Context: an optimization exercise on an open-source flow, tuned for small area, a short achievable clock period and few clock cycles. The choices shown serve that exercise and are no tape-out recipe.
The RTL was checked by simulation tests, not by an equivalence proof against the original design.
Power is estimated from default activity; no workload was simulated.

<file path="flow/constraint.sdc">
create_clock -name core_clock -period 6.5 [get_ports {clock}]
set_input_delay 1.3000 -clock core_clock [delete_from_list [all_inputs] [get_ports {clock}]]
set_output_delay 1.3000 -clock core_clock [all_outputs]
set_load 0.01 [all_outputs]
</file>
<file path="flow/config.mk">
export PLATFORM = sky130hd
export DESIGN_NAME = frame_rate_pacer
export DESIGN_NICKNAME = frame_rate_pacer
export VERILOG_FILES = /design/flow/design.v
export SDC_FILE = /design/flow/constraint.sdc
export NUM_CORES = 4
export LEC_CHECK = 0
export CAP_MARGIN = 20
export CORE_MARGIN = 2
export CORE_UTILIZATION = 40
export SLEW_MARGIN = 20
</file>
<file path="flow/run.sh">
#!/bin/bash
# synth_recipe.tcl (not shown) runs the flow's synth.tcl, then flattens the netlist and writes it again
# the make line also repeats each setting of config.mk as NAME=value (left out here)
make -C /OpenROAD-flow-scripts/flow DESIGN_CONFIG=/design/flow/config.mk WORK_HOME=/design/flow/orfs CLKGATE_MAP_FILE= SYNTH_SCRIPT=/design/flow/synth_recipe.tcl finish
</file>
<file path="flow/design.v">
`timescale 1ns / 1ps
package frp_pkg;
   localparam int TS_W              = 32;
   localparam int SLEEP_W           = 10;
   localparam int FPS_W             = 19;
   localparam int LIMIT_W           = 16;
   localparam int CSR_DATA_W        = 16;
   localparam int CSR_INDEX_W       = 2;
   localparam int BASE_W            = 10;
   localparam int BASE_NUM          = 1000;
   localparam int FPS_SCALE         = 16000;
   localparam int DEF_WINDOW_FRAMES = 32;
   localparam logic [FPS_W-1:0]   IDLE_FPS_X16 = FPS_W'(15984);
   localparam logic [FPS_W-1:0]   FPS_X16_MAX  = FPS_W'(524287);
   localparam logic [LIMIT_W-1:0] FG_RESET     = LIMIT_W'(60);
   localparam logic [LIMIT_W-1:0] BG_RESET     = LIMIT_W'(30);
   localparam logic [LIMIT_W-1:0] LOOK_RESET   = LIMIT_W'(0);
   typedef enum logic [CSR_INDEX_W-1:0] {
      CSR_FG_MAX_FPS,
      CSR_BG_MAX_FPS,
      CSR_LOOK_MAX_FPS,
      CSR_COMPENSATE_MODE
   } csr_index_type;
   typedef struct packed {
      logic start;
      logic short_div;
   } frp_div_ctl_type;
endpackage
`timescale 1ns / 1ps
module frp_div #(
   parameter int NUM_W = 22
) (
   input  logic                      clock,
   input  logic                      reset,
   input  frp_pkg::frp_div_ctl_type  ctl,
   input  logic [NUM_W-1:0]          numer,
   input  logic [frp_pkg::TS_W-1:0]  denom,
   output logic                      busy,
   output logic [NUM_W-1:0]          quot
);
   localparam int CNT_W       = $clog2(NUM_W + 1);
   localparam int SHORT_SHIFT = NUM_W - frp_pkg::BASE_W;
   logic [NUM_W-1:0] num_ff;
   logic [frp_pkg::TS_W-1:0]  rem_ff;
   logic [frp_pkg::TS_W-1:0]  den_ff;
   logic [CNT_W-1:0] cnt_ff;
   logic [frp_pkg::TS_W:0]    trial;
   logic             fits;
   assign trial = {rem_ff, num_ff[NUM_W-1]} - {1'b0, den_ff};
   assign fits  = ~trial[frp_pkg::TS_W];
   assign busy  = (cnt_ff != '0);
   assign quot  = num_ff;
   always_ff @(posedge clock) begin
      if (reset) begin
         cnt_ff <= '0;
      end else if (ctl.start) begin
         num_ff <= ctl.short_div ? (numer << SHORT_SHIFT) : numer;
         rem_ff <= '0;
         den_ff <= denom;
         cnt_ff <= ctl.short_div ? CNT_W'(frp_pkg::BASE_W) : CNT_W'(NUM_W);
      end else if (busy) begin
         rem_ff <= fits ? trial[frp_pkg::TS_W-1:0] : {rem_ff[frp_pkg::TS_W-2:0], num_ff[NUM_W-1]};
         num_ff <= {num_ff[NUM_W-2:0], fits};
         cnt_ff <= cnt_ff - 1'b1;
      end
   end
endmodule
`timescale 1ns / 1ps
module frame_rate_pacer #(
   parameter int WINDOW_FRAMES = frp_pkg::DEF_WINDOW_FRAMES
) (
   input  logic                            clock,
   input  logic                            reset,
   input  logic                            req_valid,
   output logic                            req_ready,
   input  logic [frp_pkg::TS_W-1:0]        req_timestamp_ms,
   input  logic                            req_in_foreground,
   input  logic                            req_mouse_look,
   output logic                            rsp_valid,
   input  logic                            rsp_ready,
   output logic [frp_pkg::SLEEP_W-1:0]     rsp_sleep_ms,
   output logic [frp_pkg::TS_W-1:0]        rsp_frame_time_ms,
   output logic [frp_pkg::FPS_W-1:0]       rsp_fps_x16,
   input  logic                            csr_we,
   input  logic [frp_pkg::CSR_INDEX_W-1:0] csr_index,
   input  logic [frp_pkg::CSR_DATA_W-1:0]  csr_wdata
);
   localparam int DEPTH = WINDOW_FRAMES + 1;
   localparam int IDX_W = $clog2(DEPTH);
   localparam int NUM_W = $clog2(WINDOW_FRAMES * frp_pkg::FPS_SCALE + 1);
   localparam int QX_W  = (NUM_W > frp_pkg::FPS_W) ? NUM_W : frp_pkg::FPS_W;
   localparam logic [IDX_W-1:0] LAST_IDX = IDX_W'(WINDOW_FRAMES);
   typedef enum logic [2:0] {
      S_IDLE, S_RD_PREV, S_RD_FIRST, S_START, S_DIV_FPS, S_DIV_BASE, S_OUT
   } state_type;
   state_type          state_ff;
   logic [frp_pkg::LIMIT_W-1:0] fg_max_ff, bg_max_ff, look_max_ff;
   logic               comp_ff;
   logic [IDX_W-1:0]   idx_ff;
   logic               full_ff;
   logic [frp_pkg::SLEEP_W-1:0] prior_ff;
   logic [frp_pkg::TS_W-1:0]    now_ff;
   logic [frp_pkg::LIMIT_W-1:0] limit_ff;
   logic               ezero_ff;
   logic [frp_pkg::TS_W-1:0]    ft_ff;
   logic [frp_pkg::FPS_W-1:0]   fps_ff;
   logic [frp_pkg::SLEEP_W-1:0] sleep_ff;
   logic               rsp_valid_ff;
   logic [frp_pkg::SLEEP_W-1:0] rsp_sleep_ff;
   logic [frp_pkg::TS_W-1:0]    rsp_ft_ff;
   logic [frp_pkg::FPS_W-1:0]   rsp_fps_ff;
   logic [frp_pkg::TS_W-1:0]    ring [DEPTH];
   logic [frp_pkg::TS_W-1:0]    mem_q_ff;
   logic [IDX_W-1:0]   mem_ra, mem_wa;
   logic               mem_we;
   logic [IDX_W-1:0]   prev_idx, first_idx, idx_in;
   logic [frp_pkg::TS_W-1:0]    diff;
   logic [NUM_W-1:0]   fps_numer;
   logic [frp_pkg::LIMIT_W-1:0] limit_in;
   logic               block_off, req_take, rsp_free;
   frp_pkg::frp_div_ctl_type    div_ctl;
   logic [NUM_W-1:0]   div_numer;
   logic [frp_pkg::TS_W-1:0]    div_denom;
   logic               div_busy;
   logic [NUM_W-1:0]   div_quot;
   logic [QX_W-1:0]    q_ext;
   logic [frp_pkg::FPS_W-1:0]   fps_in;
   logic [frp_pkg::BASE_W-1:0]  base;
   logic [frp_pkg::BASE_W:0]    budget, slack;
   logic               overrun, reseed;
   logic [frp_pkg::SLEEP_W-1:0] sleep_in;
   assign req_ready = (state_ff == S_IDLE);
   assign req_take     = req_valid & req_ready;
   assign rsp_free     = ~rsp_valid_ff | rsp_ready;
   assign rsp_valid         = rsp_valid_ff;
   assign rsp_sleep_ms      = rsp_sleep_ff;
   assign rsp_frame_time_ms = rsp_ft_ff;
   assign rsp_fps_x16       = rsp_fps_ff;
   assign block_off = (fg_max_ff == '0) & (bg_max_ff == '0) & (look_max_ff == '0);
   assign limit_in  = req_in_foreground ?
                      (req_mouse_look ? look_max_ff : fg_max_ff) : bg_max_ff;
   assign prev_idx  = (idx_ff == '0) ? LAST_IDX : idx_ff - 1'b1;
   assign first_idx = ~full_ff ? '0 : ((idx_ff == LAST_IDX) ? '0 : idx_ff + 1'b1);
   assign idx_in    = (idx_ff == LAST_IDX) ? '0 : idx_ff + 1'b1;
   assign mem_ra    = (state_ff == S_RD_PREV) ? prev_idx : first_idx;
   assign diff = (idx_ff == '0 && !full_ff) ? '0 : now_ff - mem_q_ff;
   assign fps_numer = (full_ff ? NUM_W'(WINDOW_FRAMES) : NUM_W'(idx_ff)) * NUM_W'(frp_pkg::FPS_SCALE);
   assign q_ext  = QX_W'(div_quot);
   assign fps_in = ezero_ff ? frp_pkg::IDLE_FPS_X16 :
                   (q_ext > QX_W'(frp_pkg::FPS_X16_MAX)) ? frp_pkg::FPS_X16_MAX : q_ext[frp_pkg::FPS_W-1:0];
   assign base    = div_quot[frp_pkg::BASE_W-1:0];
   assign budget  = {1'b0, base} + {1'b0, prior_ff};
   assign overrun = (ft_ff >= frp_pkg::TS_W'(budget));
   assign slack   = budget - ft_ff[frp_pkg::BASE_W:0];
   assign reseed  = comp_ff & (overrun | (base == '0));
   always_comb begin
      if (!comp_ff) begin
         sleep_in = base;
      end else if (overrun) begin
         sleep_in = '0;
      end else if (slack > {1'b0, base}) begin
         sleep_in = base;
      end else begin
         sleep_in = slack[frp_pkg::SLEEP_W-1:0];
      end
   end
   always_comb begin
      div_ctl   = '0;
      div_numer = fps_numer;
      div_denom = diff;
      if (state_ff == S_START) begin
         div_ctl.start = 1'b1;
      end else if (state_ff == S_DIV_FPS && !div_busy && limit_ff != '0) begin
         div_ctl.start     = 1'b1;
         div_ctl.short_div = 1'b1;
         div_numer         = NUM_W'(frp_pkg::BASE_NUM);
         div_denom         = frp_pkg::TS_W'(limit_ff);
      end
   end
   assign mem_we = (state_ff == S_START) | (state_ff == S_DIV_BASE && !div_busy && reseed);
   assign mem_wa = (state_ff == S_START) ? idx_ff : '0;
   always_ff @(posedge clock) begin
      if (mem_we) begin
         ring[mem_wa] <= now_ff;
      end
      mem_q_ff <= ring[mem_ra];
   end
   frp_div #(.NUM_W(NUM_W)) u_div (
      .clock (clock),
      .reset (reset),
      .ctl   (div_ctl),
      .numer (div_numer),
      .denom (div_denom),
      .busy  (div_busy),
      .quot  (div_quot)
   );
   always_ff @(posedge clock) begin
      if (reset) begin
         fg_max_ff   <= frp_pkg::FG_RESET;
         bg_max_ff   <= frp_pkg::BG_RESET;
         look_max_ff <= frp_pkg::LOOK_RESET;
         comp_ff     <= 1'b1;
      end else if (csr_we) begin
         case (csr_index)
            frp_pkg::CSR_FG_MAX_FPS:      fg_max_ff   <= csr_wdata[frp_pkg::LIMIT_W-1:0];
            frp_pkg::CSR_BG_MAX_FPS:      bg_max_ff   <= csr_wdata[frp_pkg::LIMIT_W-1:0];
            frp_pkg::CSR_LOOK_MAX_FPS:    look_max_ff <= csr_wdata[frp_pkg::LIMIT_W-1:0];
            frp_pkg::CSR_COMPENSATE_MODE: comp_ff     <= csr_wdata[0];
            default: ;
         endcase
      end
   end
   always_ff @(posedge clock) begin
      if (reset) begin
         state_ff     <= S_IDLE;
         idx_ff       <= '0;
         full_ff      <= 1'b0;
         prior_ff     <= '0;
         rsp_valid_ff <= 1'b0;
      end else begin
         if (rsp_valid_ff && rsp_ready && state_ff != S_OUT) begin
            rsp_valid_ff <= 1'b0;
         end
         unique case (state_ff)
            S_IDLE: begin
               if (req_take) begin
                  now_ff   <= req_timestamp_ms;
                  limit_ff <= limit_in;
                  if (block_off) begin
                     ft_ff    <= '0;
                     fps_ff   <= '0;
                     sleep_ff <= '0;
                     state_ff <= S_OUT;
                  end else begin
                     state_ff <= S_RD_PREV;
                  end
               end
            end
            S_RD_PREV: begin
               state_ff <= S_RD_FIRST;
            end
            S_RD_FIRST: begin
               ft_ff    <= diff;
               state_ff <= S_START;
            end
            S_START: begin
               ezero_ff <= (diff == '0);
               idx_ff   <= idx_in;
               if (idx_ff == LAST_IDX) begin
                  full_ff <= 1'b1;
               end
               state_ff <= S_DIV_FPS;
            end
            S_DIV_FPS: begin
               if (!div_busy) begin
                  fps_ff <= fps_in;
                  if (limit_ff == '0) begin
                     sleep_ff <= '0;
                     state_ff <= S_OUT;
                  end else begin
                     state_ff <= S_DIV_BASE;
                  end
               end
            end
            S_DIV_BASE: begin
               if (!div_busy) begin
                  sleep_ff <= sleep_in;
                  prior_ff <= sleep_in;
                  if (reseed) begin
                     idx_ff  <= IDX_W'(1);
                     full_ff <= 1'b0;
                  end
                  state_ff <= S_OUT;
               end
            end
            S_OUT: begin
               if (rsp_free) begin
                  rsp_valid_ff <= 1'b1;
                  rsp_sleep_ff <= sleep_ff;
                  rsp_ft_ff    <= ft_ff;
                  rsp_fps_ff   <= fps_ff;
                  state_ff     <= S_IDLE;
               end
            end
            default: state_ff <= S_IDLE;
         endcase
      end
   end
endmodule
</file>
==> summary.txt <==
• **run status** timing/DRC/antenna clean
• **peak clock frequency supported by timing** 0.186 GHz
• **CTS Root Cell** sky130_fd_sc_hd__clkbuf_16
• **number of antenna violations at the first check in global routing** 2
• **clock latency of the later-clocked register in the worst-skew pair** 0.80 ns
• **clk sinks** 1417
• **non-filler cells, final** 7035
• **wire length of the first global-routing pass** 239 mm
• **critical path data arrival time** 6.04 ns
• **combinational cell fraction of total power** 16.6%
• **actual slew at the worst max-slew pin** 1.11 ns
• **initial core utilization** 40.2%
• **Max Root-Sink Buffers** 3
• **number of instances resized during post-cts repair** 0
• **synthesized flop and latch total** 1417
• **Synthesized Nets** 4963
• **most frequently used flop master after synthesis** sky130_fd_sc_hd__edfxtp_1
• **pin count of the biggest net entering global routing** 114
• **DR pass1 iterations** 7
• **max-capacitance violation count** 0
• **pwr dens** 321 nW/um^2
• **count of final hold-check violations** 0
• **endpoint kind of the worst setup timing path** flop
• **Final min period** 5.37 ns
• **cell row count** 143
• **total I/O pin count** 120
• **worst-case headroom to the max-slew limit** 25.8%
• **number of synthesized flops with an enable pin** 1310
• **kind of path behind the tightest hold check** reg -> reg
• **Std-Cell Core Area** 152000 um^2
• **vias after detailed routing** 39.0k
• **routability-driven placement congestion ratio** 0.848
• **Lkg Pwr** 23.8 nW
• **DRC violations left** 0
• **setup_tns** 0 ns
• **setup repair after global routing missed its margin** false
• **share of async-settable or async-resettable flops after synthesis** 0%
• **critical path class** reg -> reg
• **H-tree depth** 4
• **total internal power** 0.0164 W
• **maximum ir drop on the vdd rail** 266 uV
• **routed length per instance** 22.7 um
• **Remaining Overflow, GRT** 0
• **number of buffers inserted to repair setup after CTS** 0
• **worst path required time** 7.17 ns
• **Critical Path Source Type** flop
• **Synth cell types** 77
• **Die Y** 394 um
• **portion of total power attributed to the clock network** 36.3%
• **CP max FO** 10
• **final clock skew** 0.0319 ns
• **Sw Share** 27.0%
• **number of cells produced by synthesis** 4762
• **overall routed net length** 160 mm
• **total CTS buffers** 148
• **clock transition time at the flip-flop clock pins of the worst setup and hold paths** 0.06 ns
• **port buffer count** 119
• **area growth from synthesis to layout** 15.0%
• **net switching power** 0.00607 W
• **die footprint** 156000 um^2
• **Syn Std Cell Area** 61000 um^2
• **sequential fraction of the synthesis area** 68.0%
• **Horiz. Die Dim** 394 um
• **Layout Utilization** 46.2%
• **gr usage total** 20.2%
• **TritonCTS clock tree** built
• **share of power burned in registers** 47.1%
• **Initial DRC Count** 3610
• **number of global-route vias before repair** 37.4k
• **hold-fix buffers at CTS** 0
• **portion of the clock cycle consumed by the worst path in the final layout** 82.6%
• **nets@finish** 5091
• **Warnings, synthesis** 2
• **vias per inst** 5.54
• **fill cell instance count of the final layout** 13.6k
• **Final Max Tran Viols** 0
• **Setup violations, final** 0
• **fraction of final layout cells sized beyond drive strength 1** 8.59%
• **post-route ant nets** 0
• **placed wire-length estimate after detailed placement** 98.3 mm
• **Synth Area per Inst** 12.8 um^2
• **dpl cells** 6764
==> worst paths after layout <==
kind | startpoint | cells after the start | slack (ns) | endpoint
max | u_div.num_ff[1] | 24 | 1.13 | prior_ff[2]
min | fps_ff[15] | 0 | 0.42 | rsp_fps_ff[15]
max reg2reg | u_div.num_ff[1] | 24 | 1.13 | prior_ff[2]
min reg2reg | fps_ff[15] | 0 | 0.42 | rsp_fps_ff[15]
==> power groups by stage <==
stage	Sequential (W)	Combinational, W	Clock, W
after floorplan	0.0107	0.00273	0
after global placement	0.0108	0.00364	0
after detailed placement	0.0108	0.00371	0
after CTS	0.0106	0.00373	0.00832
after global routing	0.0106	0.00414	0.00867
final	0.0106	0.00373	0.00818
==> cell usage in the layout (no fill, tap or decap), types with 36 or more instances in the layout <==
master / count
sky130_fd_sc_hd__o21ai_0: 69
sky130_fd_sc_hd__a211oi_1: 371
sky130_fd_sc_hd__mux2i_1: 47
sky130_fd_sc_hd__dfxtp_1: 107
sky130_fd_sc_hd__nand2_1: 719
sky130_fd_sc_hd__xnor2_1: 54
sky130_fd_sc_hd__clkbuf_1: 36
sky130_fd_sc_hd__clkbuf_16: 150
sky130_fd_sc_hd__clkdlybuf4s50_1: 117
sky130_fd_sc_hd__and2_1: 273
sky130_fd_sc_hd__a31oi_1: 139
sky130_fd_sc_hd__a311oi_1: 130
sky130_fd_sc_hd__ha_1: 127
sky130_fd_sc_hd__edfxtp_1: 1310
sky130_fd_sc_hd__inv_1: 162
sky130_fd_sc_hd__nor2_1: 212
sky130_fd_sc_hd__buf_4: 115
sky130_fd_sc_hd__a21oi_1: 325
==> layer usage <==
layer / part of all wire, % / up-vias / GRT usage [%]
met5: 0.0088 / - / 0
met4: 2.8 / 2 / 6.42
met3: 6.2 / 243 / 2.83
met2: 47 / 1284 / 32.3
met1: 44 / 19400 / 28.4
li1: - / 18100 / -
==> stage by stage <==
step | setup WS, ns | total power (W) | area (um^2) | hold slack [ns]
global placement | 1.15 | 0.0144 | 65200 | 0.403
detailed placement | 1.18 | 0.0145 | 65300 | 0.405
CTS | 1.17 | 0.0226 | 70000 | 0.418
global route | 0.729 | 0.0234 | 70100 | 0.425
floorplan | 0.757 | 0.0135 | 61000 | 0.400
finish | 1.13 | 0.0225 | 70100 | 0.417
==> registers in the layout, summed over array words and instances, names as in the netlist, 16 cells and up <==
| register | count |
|---|---|
| bg_max_ff | 16 |
| fg_max_ff | 16 |
| fps_ff | 19 |
| ft_ff | 32 |
| limit_ff | 16 |
| look_max_ff | 16 |
| mem_q_ff | 32 |
| now_ff | 32 |
| ring | 1056 |
| rsp_fps_ff | 19 |
| rsp_ft_ff | 32 |
| u_div.den_ff | 32 |
| u_div.num_ff | 19 |
| u_div.rem_ff | 32 |
==> Yosys cell counts, types with 7 or more instances <==
cell / n / area [um^2]
sky130_fd_sc_hd__edfxtp_1: 1310 / 39300
sky130_fd_sc_hd__nand2_1: 719 / 2700
sky130_fd_sc_hd__a211oi_1: 371 / 2790
sky130_fd_sc_hd__a21oi_1: 326 / 1630
sky130_fd_sc_hd__and2_1: 273 / 1710
sky130_fd_sc_hd__nor2_1: 247 / 927
sky130_fd_sc_hd__clkbuf_1: 209 / 785
sky130_fd_sc_hd__inv_1: 162 / 608
sky130_fd_sc_hd__a31oi_1: 139 / 870
sky130_fd_sc_hd__a311oi_1: 130 / 1140
sky130_fd_sc_hd__ha_1: 127 / 1590
sky130_fd_sc_hd__dfxtp_1: 107 / 2140
sky130_fd_sc_hd__o21ai_0: 71 / 355
sky130_fd_sc_hd__buf_2: 65 / 325
sky130_fd_sc_hd__xnor2_1: 54 / 473
sky130_fd_sc_hd__mux2i_1: 47 / 470
sky130_fd_sc_hd__a21o_1: 32 / 240
sky130_fd_sc_hd__nand3_1: 28 / 140
sky130_fd_sc_hd__xor2_1: 27 / 236
sky130_fd_sc_hd__nor4_1: 25 / 156
sky130_fd_sc_hd__nand2b_1: 24 / 150
sky130_fd_sc_hd__nor3_1: 23 / 115
sky130_fd_sc_hd__fa_1: 17 / 340
sky130_fd_sc_hd__nand4_1: 16 / 100
sky130_fd_sc_hd__o21a_1: 15 / 113
sky130_fd_sc_hd__o21bai_1: 14 / 105
sky130_fd_sc_hd__nand3b_1: 12 / 90.1
sky130_fd_sc_hd__or2_2: 12 / 75.1
sky130_fd_sc_hd__a22oi_1: 11 / 82.6
sky130_fd_sc_hd__and3_1: 10 / 62.6
sky130_fd_sc_hd__buf_1: 10 / 37.5
sky130_fd_sc_hd__nor2b_1: 10 / 62.6
sky130_fd_sc_hd__nor3b_1: 8 / 60.1
sky130_fd_sc_hd__o31ai_1: 8 / 60.1
sky130_fd_sc_hd__or3_1: 8 / 50.1
sky130_fd_sc_hd__a211o_1: 7 / 61.3
==> layout make-up <==
type	instances	area (um^2)	area share [%]
Timing Repair Buffer	269	2740	3.91
Clock inverter	71	693	0.988
Sequential cell	1417	41500	59.2
Multi-Input combinational cell	2892	18100	25.8
Inverter	162	608	0.867
Clock buffer	193	3990	5.68
Tap cell	2030	2540	3.62
Antenna cell	1	2.50	0.00357
==> cell families (layout without fill, tap and decap cells) <==
family	count (synthesis)	count (layout)	share of synthesized area, %
AND/OR/NAND/NOR	1438	1438	10.9
flip-flops	1417	1417	68.0
AO/OA/AOI/OAI	1180	1180	13.0
buffers and inverters	453	695	2.98
adder cells (fa/ha/maj)	144	144	3.16
XOR/XNOR	82	82	1.19
multiplexers	48	48	0.790
other	0	1	0
==> worst max-delay path: stages, from the launching register on <==
cell,delay [ns]
sky130_fd_sc_hd__edfxtp_1,0.46
sky130_fd_sc_hd__ha_1,0.31
sky130_fd_sc_hd__a21o_1,0.17
sky130_fd_sc_hd__a21oi_1,0.22
sky130_fd_sc_hd__o21bai_1,0.10
sky130_fd_sc_hd__a21oi_1,0.23
sky130_fd_sc_hd__o21bai_1,0.10
sky130_fd_sc_hd__a21oi_1,0.23
sky130_fd_sc_hd__o21bai_1,0.09
sky130_fd_sc_hd__a21oi_1,0.17
sky130_fd_sc_hd__xnor2_1,0.21
sky130_fd_sc_hd__ha_1,0.34
sky130_fd_sc_hd__inv_1,0.14
sky130_fd_sc_hd__a211oi_1,0.07
sky130_fd_sc_hd__a221o_1,0.27
sky130_fd_sc_hd__a211o_1,0.33
sky130_fd_sc_hd__ha_1,0.31
sky130_fd_sc_hd__nand3_1,0.10
sky130_fd_sc_hd__nand2b_1,0.16
sky130_fd_sc_hd__a21oi_1,0.28
sky130_fd_sc_hd__nand2b_1,0.15
sky130_fd_sc_hd__a2bb2oi_1,0.18
sky130_fd_sc_hd__buf_4,0.23
sky130_fd_sc_hd__a22oi_1,0.14
sky130_fd_sc_hd__a211oi_1,0.29
Testbench counts, summed over its fixed seeds: cycles 493,436.

separate check: timing with driven ports:
How much do the figures lean on ideal ports? The routed layout below was timed once more, with nothing changed but the port constraints. Step 1 (the two cells are an assumption about what drives the block):
set clk [get_ports {clock}]
set_driving_cell -lib_cell sky130_fd_sc_hd__clkbuf_16 $clk
set_driving_cell -lib_cell sky130_fd_sc_hd__buf_2 [delete_from_list [all_inputs] $clk]
Step 2 also shifts input and output timing later by t, the mid clock arrival at the registers, as if the neighbouring blocks saw the same clock. a / b / c = no drivers / after step 1 / after step 2; a / b = the first two.
t, ns: 0.855
slack for setup (ns): 1.129 / 1.129 / 1.129
worst slew at a driven data input, ns: 0.13
pins driven straight from the clock port: 1
After both steps this run still meets setup and hold. For this run, drivers alone change the setup slack by 0.000 ns; drivers and shift together by 0.000 ns.
